Background: an optimization exercise with open tools, aiming at small area and a short achievable clock period. Do not read the settings as production practice.
At most, simulation tests tie the RTL to the original design; equivalence was not proved.
The flow treats the clock pin as an ideal source, which a real chip does not have.
Power is estimated from default activity; no workload was simulated.

==> indigo <==
// spidergon_node
module spidergon_node #(
	parameter logic [noc_pkg::node_w-1:0] node_id = 0
) (
	input logic clk,
	input logic reset,
	input logic [noc_pkg::flit_w-1:0] in_flit_across,
	input logic [noc_pkg::flit_w-1:0] in_flit_clockwise,
	input logic [noc_pkg::flit_w-1:0] in_flit_anticlockwise,
	input logic [noc_pkg::num_ports-1:0] in_valid,
	output logic [noc_pkg::num_ports*noc_pkg::num_vcs-1:0] vc_free,
	output logic [noc_pkg::num_ports*noc_pkg::num_vcs-1:0] vc_full,
	output logic [noc_pkg::flit_w-1:0] out_flit_across,
	output logic [noc_pkg::flit_w-1:0] out_flit_clockwise,
	output logic [noc_pkg::flit_w-1:0] out_flit_anticlockwise,
	output logic [noc_pkg::num_ports-1:0] out_valid,
	input logic [noc_pkg::num_ports*noc_pkg::num_vcs-1:0] adj_vc_free,
	input logic [noc_pkg::num_ports*noc_pkg::num_vcs-1:0] adj_vc_full,
	output logic [noc_pkg::flit_w-1:0] eject_flit,
	output logic eject_valid
);
==> module spidergon_node, before the edit <==
module spidergon_node #(
	parameter logic [noc_pkg::node_w-1:0] node_id = 0
) (
	input logic clk,
	input logic reset,
	input logic [noc_pkg::flit_w-1:0] in_flit_across,
	input logic [noc_pkg::flit_w-1:0] in_flit_clockwise,
	input logic [noc_pkg::flit_w-1:0] in_flit_anticlockwise,
	input logic [noc_pkg::num_ports-1:0] in_valid,
	output logic [noc_pkg::num_ports*noc_pkg::num_vcs-1:0] vc_free,
	output logic [noc_pkg::num_ports*noc_pkg::num_vcs-1:0] vc_full,
	output logic [noc_pkg::flit_w-1:0] out_flit_across,
	output logic [noc_pkg::flit_w-1:0] out_flit_clockwise,
	output logic [noc_pkg::flit_w-1:0] out_flit_anticlockwise,
	output logic [noc_pkg::num_ports-1:0] out_valid,
	input logic [noc_pkg::num_ports*noc_pkg::num_vcs-1:0] adj_vc_free,
	input logic [noc_pkg::num_ports*noc_pkg::num_vcs-1:0] adj_vc_full,
	output logic [noc_pkg::flit_w-1:0] eject_flit,
	output logic eject_valid
);
	localparam int nb = 6;
	localparam int sw = 17;
	logic [2:0][noc_pkg::flit_w-1:0] in_f;
	assign in_f[0] = in_flit_anticlockwise;
	assign in_f[1] = in_flit_clockwise;
	assign in_f[2] = in_flit_across;
	logic [nb-1:0][sw-1:0] mem0, mem1;
	logic [nb-1:0] rd;        
	logic [nb-1:0] ne;        
	logic [nb-1:0] full;
	logic [nb-1:0] free;      
	logic [nb-1:0][1:0] ldir;
	logic [nb-1:0] wr_en;
	logic [nb-1:0] deq;
	logic [nb-1:0][1:0] fk;   
	logic [nb-1:0][2:0] fdest;
	logic [nb-1:0] head;      
	logic [nb-1:0][1:0] dir;
	logic [nb-1:0][sw-1:0] back;
	logic [3:0][nb-1:0] sel_q;
	logic [3:0][nb-1:0] lk;
	logic [3:0][nb-1:1] mask;
	logic [3:0][nb-1:0] req;
	logic [3:0][nb-1:0] grant;
	for (genvar b = 0; b < nb; b++)
	begin : g_buf
		localparam int p = b / 2;
		localparam int v = b % 2;
		logic [sw-1:0] fr;
		assign wr_en[b] = in_valid[p] && (in_f[p][15] == v) && !full[b];
		assign fr = rd[b] ? mem1[b] : mem0[b];
		assign back[b] = rd[b] ? mem0[b] : mem1[b];
		assign fk[b] = fr[16:15];
		assign fdest[b] = fr[14:12];
		assign head[b] = fk[b][0];
		assign dir[b] = head[b] ? noc_pkg::route_dir(fdest[b], node_id) : ldir[b];
		always_ff @(posedge clk)
		begin
			if (wr_en[b] && !(rd[b] ^ ne[b]))
				mem0[b] <= {in_f[p][17:16], in_f[p][14:0]};
			if (wr_en[b] && (rd[b] ^ ne[b]))
				mem1[b] <= {in_f[p][17:16], in_f[p][14:0]};
		end
		always_ff @(posedge clk)
		begin
			rd[b] <= rd[b] ^ deq[b];
		end
		always_ff @(posedge clk)
		begin
			if (reset)
			begin
				ne[b] <= 1'b0;
				full[b] <= 1'b0;
				free[b] <= 1'b1;
				ldir[b] <= noc_pkg::port_local;
			end
			else
			begin
				ne[b] <= wr_en[b] || (ne[b] && !(deq[b] && !full[b]));
				full[b] <= full[b] ? !deq[b] : (ne[b] && wr_en[b] && !deq[b]);
				if (wr_en[b] && in_f[p][16])
					free[b] <= 1'b0;
				else if (deq[b] && (fk[b][1] == fk[b][0]))
					free[b] <= 1'b1;
				if (ne[b] && fk[b] == noc_pkg::kind_head)
					ldir[b] <= dir[b];
			end
		end
		assign deq[b] = grant[0][b] | grant[1][b] | grant[2][b] | grant[3][b];
	end
	assign vc_free = free;
	assign vc_full = full;
	for (genvar o = 0; o < 4; o++)
	begin : g_out
		logic [nb-1:0] hi;
				logic [nb-1:1] kill;
		logic [sw-1:0] of;
		for (genvar b = 0; b < nb; b++)
		begin : g_req
			logic ok_lock;
			logic ok_flow;
			assign ok_lock = !(|lk[o]) || lk[o][b];
			if (o == 3)
				assign ok_flow = 1'b1;
			else
				assign ok_flow = !adj_vc_full[o*2 + b%2] && (!head[b] || adj_vc_free[o*2 + b%2]);
			assign req[o][b] = ne[b] && (dir[b] == o) && ok_lock && ok_flow;
		end
		assign hi = req[o] & {mask[o], 1'b0};
		for (genvar b = 0; b < nb; b++)
		begin : g_grant
			if (b == 0)
				assign grant[o][b] = req[o][b] && !(|hi);
			else
				assign grant[o][b] = req[o][b] && (mask[o][b] ? !(|hi[b-1:0]) :
					!(|hi) && !(|req[o][b-1:0]));
			if (b > 0)
				assign kill[b] = |grant[o][b-1:0];
		end
		always_ff @(posedge clk)
		begin
			if (reset)
			begin
				sel_q[o] <= '0;
				lk[o] <= '0;
				mask[o] <= '0;
			end
			else
			begin
				sel_q[o] <= grant[o];
				for (int b = 0; b < nb; b++)
				begin
					if (grant[o][b])
						lk[o][b] <= (fk[b] == noc_pkg::kind_head) ||
							(fk[b] != noc_pkg::kind_tail && lk[o][b]);
				end
				if (|req[o])
					mask[o] <= kill[nb-1:1];
			end
		end
		always_comb
		begin
			of = '0;
			for (int b = 0; b < nb; b++)
				if (sel_q[o][b])
					of = of | back[b];
		end
		assign g_out_flit[o] = {of[16:15], sel_q[o][1] | sel_q[o][3] | sel_q[o][5], of[14:0]};
		assign g_out_valid[o] = |sel_q[o];
	end
	logic [3:0][noc_pkg::flit_w-1:0] g_out_flit;
	logic [3:0] g_out_valid;
	assign out_flit_anticlockwise = g_out_flit[0];
	assign out_flit_clockwise = g_out_flit[1];
	assign out_flit_across = g_out_flit[2];
	assign eject_flit = g_out_flit[3];
	assign out_valid = g_out_valid[2:0];
	assign eject_valid = g_out_valid[3];
endmodule
export LEC_CHECK = 0
export CAP_MARGIN = 20
export CORE_MARGIN = 2
export CORE_UTILIZATION = 60
export CTS_CLUSTER_DIAMETER = 100
export CTS_CLUSTER_SIZE = 20
export SETUP_SLACK_MARGIN = 2.8
export SLEW_MARGIN = 20
export TNS_END_PERCENT = 0
create_clock -name core_clock -period 6.0 [get_ports {clk}]
standard.sh (not shown) runs the stock make flow with config.mk's settings and CLKGATE_MAP_FILE= SYNTH_SCRIPT=/design/flow/synth_recipe.tcl, a recipe that flattens the netlist after the stock synthesis.
==> flow/flow/run.sh <==
#!/bin/bash
# The standard layout, with plain buf_2 cells as the port buffers instead of the
# delay-cell buffers buffer_ports would pick; every port still gets its own buffer
set -euo pipefail
export BUFFER_PORTS_ARGS="-buffer_cell sky130_fd_sc_hd__buf_2"
bash standard.sh > standard_flow.log 2>&1
==> inputs of cedar, as changes to indigo <==
--- a/flow/design.v
+++ b/flow/design.v
@@ -58,6 +58,7 @@
 	assign in_f[2] = in_flit_across;
 	logic [nb-1:0][sw-1:0] mem0, mem1;
 	logic [nb-1:0] rd;        
+	logic [nb-1:0] rdb;       
 	logic [nb-1:0] ne;        
 	logic [nb-1:0] full;
 	logic [nb-1:0] free;      
@@ -81,7 +82,7 @@
 		logic [sw-1:0] fr;
 		assign wr_en[b] = in_valid[p] && (in_f[p][15] == v) && !full[b];
 		assign fr = rd[b] ? mem1[b] : mem0[b];
-		assign back[b] = rd[b] ? mem0[b] : mem1[b];
+		assign back[b] = rdb[b] ? mem0[b] : mem1[b];
 		assign fk[b] = fr[16:15];
 		assign fdest[b] = fr[14:12];
 		assign head[b] = fk[b][0];
@@ -95,7 +96,8 @@
 		end
 		always_ff @(posedge clk)
 		begin
-			rd[b] <= rd[b] ^ deq[b];
+			rd[b] <= (rd[b] && !reset) ^ deq[b];
+			rdb[b] <= (rdb[b] && !reset) ^ deq[b];
 		end
 		always_ff @(posedge clk)
 		begin
==> flow/flow/run.sh (replaced) <==
#!/bin/bash
# The standard layout with two changes: plain buf_2 cells as the port buffers (every
# port still gets its own buffer), and before clock tree synthesis the flip-flops that
# drive many loads are given a stronger drive (same cell type, dfxtp_1 -> dfxtp_4)
set -euo pipefail
here=$(pwd)
export BUFFER_PORTS_ARGS="-buffer_cell sky130_fd_sc_hd__buf_2"
export PRE_CTS_TCL="$here/flow/upsize.tcl"
export UPSIZE_FANOUT=8
bash standard.sh > standard_flow.log 2>&1
==> flow/flow/upsize.tcl (new file) <==
# size up weak flip-flops that drive many loads (drive strength only, same cell type)
set n 0
foreach inst [all_registers] {
  set master [get_property $inst ref_name]
  if {$master eq "sky130_fd_sc_hd__dfxtp_1"} {
    set q [get_pins -of_objects $inst -filter "direction==output"]
    set fo [llength [get_pins -of_objects [get_nets -of_objects $q] -filter "direction==input"]]
    if {$fo >= $::env(UPSIZE_FANOUT)} { replace_cell $inst sky130_fd_sc_hd__dfxtp_4; incr n }
  }
}
puts "upsized $n flip-flops"
CTS_CLUSTER_SIZE = 25   (was 20)
PLACE_DENSITY = 0.75   (was default)
==> inputs of sierra, as changes to indigo <==
--- a/flow/design.v
+++ b/flow/design.v
@@ -64,28 +64,30 @@
 	logic [nb-1:0][1:0] ldir;
 	logic [nb-1:0] wr_en;
 	logic [nb-1:0] deq;
-	logic [nb-1:0][1:0] fk;   
-	logic [nb-1:0][2:0] fdest;
-	logic [nb-1:0] head;      
+	logic [nb-1:0][sw-1:0] fr;  
+	logic [nb-1:0][1:0] fk;     
+	logic [nb-1:0] head;        
 	logic [nb-1:0][1:0] dir;
-	logic [nb-1:0][sw-1:0] back;
-	logic [3:0][nb-1:0] sel_q;
+	logic [nb-1:0][3:0] dir_oh;
 	logic [3:0][nb-1:0] lk;
 	logic [3:0][nb-1:1] mask;
-	logic [3:0][nb-1:0] req;
 	logic [3:0][nb-1:0] grant;
+	logic [3:0] any_req;
+	logic [3:0][noc_pkg::flit_w-1:0] flit_q;
+	logic [3:0] valid_q;
 	for (genvar b = 0; b < nb; b++)
 	begin : g_buf
 		localparam int p = b / 2;
 		localparam int v = b % 2;
-		logic [sw-1:0] fr;
 		assign wr_en[b] = in_valid[p] && (in_f[p][15] == v) && !full[b];
-		assign fr = rd[b] ? mem1[b] : mem0[b];
-		assign back[b] = rd[b] ? mem0[b] : mem1[b];
-		assign fk[b] = fr[16:15];
-		assign fdest[b] = fr[14:12];
+		assign fr[b] = rd[b] ? mem1[b] : mem0[b];
+		assign fk[b] = fr[b][16:15];
 		assign head[b] = fk[b][0];
-		assign dir[b] = head[b] ? noc_pkg::route_dir(fdest[b], node_id) : ldir[b];
+		assign dir[b] = head[b] ? noc_pkg::route_dir(fr[b][14:12], node_id) : ldir[b];
+		for (genvar o = 0; o < 4; o++)
+		begin : g_dir
+			assign dir_oh[b][o] = (dir[b] == o);
+		end
 		always_ff @(posedge clk)
 		begin
 			if (wr_en[b] && !(rd[b] ^ ne[b]))
@@ -95,12 +97,9 @@
 		end
 		always_ff @(posedge clk)
 		begin
-			rd[b] <= rd[b] ^ deq[b];
-		end
-		always_ff @(posedge clk)
-		begin
 			if (reset)
 			begin
+				rd[b] <= 1'b0;
 				ne[b] <= 1'b0;
 				full[b] <= 1'b0;
 				free[b] <= 1'b1;
@@ -108,6 +107,7 @@
 			end
 			else
 			begin
+				rd[b] <= rd[b] ^ deq[b];
 				ne[b] <= wr_en[b] || (ne[b] && !(deq[b] && !full[b]));
 				full[b] <= full[b] ? !deq[b] : (ne[b] && wr_en[b] && !deq[b]);
 				if (wr_en[b] && in_f[p][16])
@@ -124,68 +124,102 @@
 	assign vc_full = full;
 	for (genvar o = 0; o < 4; o++)
 	begin : g_out
-		logic [nb-1:0] hi;
-				logic [nb-1:1] kill;
-		logic [sw-1:0] of;
+		logic [nb-1:0] pr;         
+		logic [nb-1:0] ok_flow;
+		logic [nb-1:0] blocked;
+		logic [nb-1:0] me;         
+		logic [1:0] take_head;
+		logic [1:0] take_any;
+		logic [3:0] cls_req;   
+		logic [noc_pkg::flit_w-1:0] win_flit;
+		assign me = {mask[o], 1'b0};
+		for (genvar v = 0; v < 2; v++)
+		begin : g_flags
+			if (o == 3)
+			begin : g_eject
+				assign take_any[v] = 1'b1;
+				assign take_head[v] = 1'b1;
+			end
+			else
+			begin : g_link
+				assign take_any[v] = !adj_vc_full[o*2 + v];
+				assign take_head[v] = !adj_vc_full[o*2 + v] && adj_vc_free[o*2 + v];
+			end
+		end
 		for (genvar b = 0; b < nb; b++)
 		begin : g_req
-			logic ok_lock;
-			logic ok_flow;
-			assign ok_lock = !(|lk[o]) || lk[o][b];
-			if (o == 3)
-				assign ok_flow = 1'b1;
-			else
-				assign ok_flow = !adj_vc_full[o*2 + b%2] && (!head[b] || adj_vc_free[o*2 + b%2]);
-			assign req[o][b] = ne[b] && (dir[b] == o) && ok_lock && ok_flow;
-		end
-		assign hi = req[o] & {mask[o], 1'b0};
+			assign pr[b] = ne[b] && dir_oh[b][o] && (!(|lk[o]) || lk[o][b]);
+			assign ok_flow[b] = head[b] ? take_head[b%2] : take_any[b%2];
+		end
+		for (genvar v = 0; v < 2; v++)
+		begin : g_cls
+			assign cls_req[v*2] = (pr[v] && !head[v]) || (pr[v+2] && !head[v+2]) || (pr[v+4] && !head[v+4]);
+			assign cls_req[v*2+1] = (pr[v] && head[v]) || (pr[v+2] && head[v+2]) || (pr[v+4] && head[v+4]);
+		end
+		assign any_req[o] = (take_any[0] && cls_req[0]) || (take_head[0] && cls_req[1]) ||
+			(take_any[1] && cls_req[2]) || (take_head[1] && cls_req[3]);
 		for (genvar b = 0; b < nb; b++)
-		begin : g_grant
-			if (b == 0)
-				assign grant[o][b] = req[o][b] && !(|hi);
-			else
-				assign grant[o][b] = req[o][b] && (mask[o][b] ? !(|hi[b-1:0]) :
-					!(|hi) && !(|req[o][b-1:0]));
-			if (b > 0)
-				assign kill[b] = |grant[o][b-1:0];
+		begin : g_blk
+			logic [3:0] ahead;   
+			for (genvar v = 0; v < 2; v++)
+			begin : g_v
+				for (genvar h = 0; h < 2; h++)
+				begin : g_h
+					logic [2:0] t;
+					for (genvar i = 0; i < 3; i++)
+					begin : g_i
+						localparam int j = v + 2*i;
+						if (j == b)
+							assign t[i] = 1'b0;
+						else
+							assign t[i] = pr[j] && (head[j] == h) &&
+								((me[j] && !me[b]) || ((me[j] == me[b]) && (j < b)));
+					end
+					assign ahead[v*2+h] = |t;
+				end
+			end
+			assign blocked[b] = (take_any[0] && ahead[0]) || (take_head[0] && ahead[1]) ||
+				(take_any[1] && ahead[2]) || (take_head[1] && ahead[3]);
+			assign grant[o][b] = pr[b] && ok_flow[b] && !blocked[b];
+		end
+		always_comb
+		begin
+			win_flit = '0;
+			for (int b = 0; b < nb; b++)
+				if (grant[o][b])
+					win_flit = win_flit | {fr[b][16:15], 1'(b % 2), fr[b][14:0]};
+		end
+		always_ff @(posedge clk)
+		begin
+			flit_q[o] <= win_flit;
 		end
 		always_ff @(posedge clk)
 		begin
 			if (reset)
 			begin
-				sel_q[o] <= '0;
+				valid_q[o] <= 1'b0;
 				lk[o] <= '0;
 				mask[o] <= '0;
 			end
 			else
 			begin
-				sel_q[o] <= grant[o];
+				valid_q[o] <= any_req[o];
 				for (int b = 0; b < nb; b++)
 				begin
 					if (grant[o][b])
 						lk[o][b] <= (fk[b] == noc_pkg::kind_head) ||
 							(fk[b] != noc_pkg::kind_tail && lk[o][b]);
 				end
-				if (|req[o])
-					mask[o] <= kill[nb-1:1];
-			end
-		end
-		always_comb
-		begin
-			of = '0;
-			for (int b = 0; b < nb; b++)
-				if (sel_q[o][b])
-					of = of | back[b];
-		end
-		assign g_out_flit[o] = {of[16:15], sel_q[o][1] | sel_q[o][3] | sel_q[o][5], of[14:0]};
-		assign g_out_valid[o] = |sel_q[o];
+				if (any_req[o])
+					for (int b = 1; b < nb; b++)
+						mask[o][b] <= |(grant[o] & ((6'd1 << b) - 6'd1));
+			end
+		end
 	end
-	logic [3:0][noc_pkg::flit_w-1:0] g_out_flit;
-	logic [3:0] g_out_valid;
-	assign out_flit_anticlockwise = g_out_flit[0];
-	assign out_flit_clockwise = g_out_flit[1];
-	assign out_flit_across = g_out_flit[2];
-	assign eject_flit = g_out_flit[3];
-	assign out_valid = g_out_valid[2:0];
-	assign eject_valid = g_out_valid[3];
+	assign out_flit_anticlockwise = flit_q[0];
+	assign out_flit_clockwise = flit_q[1];
+	assign out_flit_across = flit_q[2];
+	assign eject_flit = flit_q[3];
+	assign out_valid = valid_q[2:0];
+	assign eject_valid = valid_q[3];
 endmodule
==> flow/run.sh (new file) <==
#!/bin/bash
# synth_recipe.tcl (not shown) runs the flow's synth.tcl, then flattens the netlist and writes it again
# the make line also repeats each setting of config.mk as NAME=value (left out here)
make -C /OpenROAD-flow-scripts/flow DESIGN_CONFIG=/design/flow/config.mk WORK_HOME=/design/flow/orfs CLKGATE_MAP_FILE= SYNTH_SCRIPT=/design/flow/synth_recipe.tcl finish
CORE_UTILIZATION = 40   (was 60)
CTS_CLUSTER_DIAMETER = default   (was 100)
CTS_CLUSTER_SIZE = default   (was 20)
SETUP_SLACK_MARGIN = 4.0   (was 2.8)
TNS_END_PERCENT = default   (was 0)
removed: flow/flow/run.sh
removed: flow/standard.sh
==> notes <==
Worst setup slack, highest first: cedar, sierra, indigo.
Of cedar and sierra, sierra has the higher first-iteration DRC count (gap 3.0%, measured against sierra).
Maximum frequency: cedar > sierra > indigo.
Wire length: indigo < cedar < sierra.
The highest synthesized cell count belongs to sierra, the lowest to indigo.
Sequential cell count: sierra is higher than indigo (52).
Cell area, lowest first: indigo, cedar, sierra.
In indigo the final cell count is smaller than in sierra, by 32%.
Against sierra, the register-to-register slack of cedar is higher by 0.11 ns.
Between indigo and sierra, the lower sequential power is in indigo (gap about 5%, measured against sierra).
==> figures <==
item	sierra	cedar	indigo
Die Area	0.0462 mm²	0.0276 mm²	0.0271 mm²
Peak supply drop	0.000199 V	0.000279 V	0.000419 V
Worst slack at placement	1.40 ns	1.97 ns	1.76 ns
Worst Setup SP	mem0[65]	rdb[3]	sel_q[4]
Relative slew margins	0.489	0.272	0.286
Combinational cell fraction of total power	0.264	0.350	0.404
Switching share of power	0.311	0.355	0.377
Outcome	timing/DRC/antenna clean	timing/DRC/antenna clean	timing/DRC/antenna clean
Antenna diode count	0	2	1
Power consumed by the clock network	2620 µW	1220 µW	1310 µW
Critical path buffers and inverters	7	2	1
Final cell count without fillers	2,733	1,932	1,872
Met1 Usage GRT	0.418	0.530	0.507
Required time reported for the critical path endpoint	6.44 ns	4.80 ns	4.80 ns
Die span in y	215 µm	166 µm	165 µm
Reported combinational group power	2000 µW	2170 µW	2780 µW
Placed wire-length estimate	51,400 µm	37,100 µm	35,700 µm
Uppermost layer routed	met4	met4	met5
RD Place Congestion	1.03	1.04	0.976
Synthesized area divided by synthesized cell count	11.0 µm²	11.1 µm²	11.2 µm²
GR Layer Usage met3	0.0753	0.110	0.0806
Adder and majority gate portion of the synthesized area	0.00422	0.00476	0.00486
For sierra, only the layout was checked, not whether the RTL still works.

## re-timing with driven ports
How much do the figures lean on ideal ports? The routed layouts below were timed once more, with nothing changed but the port constraints. Step 1 (the two cells are an assumption about what drives the block):
set clk [get_ports {clk}]
set_driving_cell -lib_cell sky130_fd_sc_hd__clkbuf_16 $clk
set_driving_cell -lib_cell sky130_fd_sc_hd__buf_2 [delete_from_list [all_inputs] $clk]
Step 2 times the ports against the registers' clock, not the clock port: input delays grow and output delays shrink by t, the midpoint of the rising clock arrivals with the driver on. Three values: ideal ports, drivers, drivers and shift; two values: the first two.
run | shift t [ns] | slack for setup (ns) | latest minus earliest clock arrival (ns) | worst data-port slew with drivers (ns)
indigo | 0.566 | 2.675 / 2.624 / 2.472 | 0.017 / 0.016 | 0.08
cedar | 0.560 | 2.715 / 2.665 / 2.348 | 0.036 / 0.036 | 0.08
sierra | 0.647 | 2.714 / 2.714 / 2.293 | 0.040 / 0.039 | 0.05
After both steps setup and hold are still met in every run listed. For sierra, which loses most, drivers alone change the setup slack by 0.000 ns; drivers and shift together by -0.421 ns.
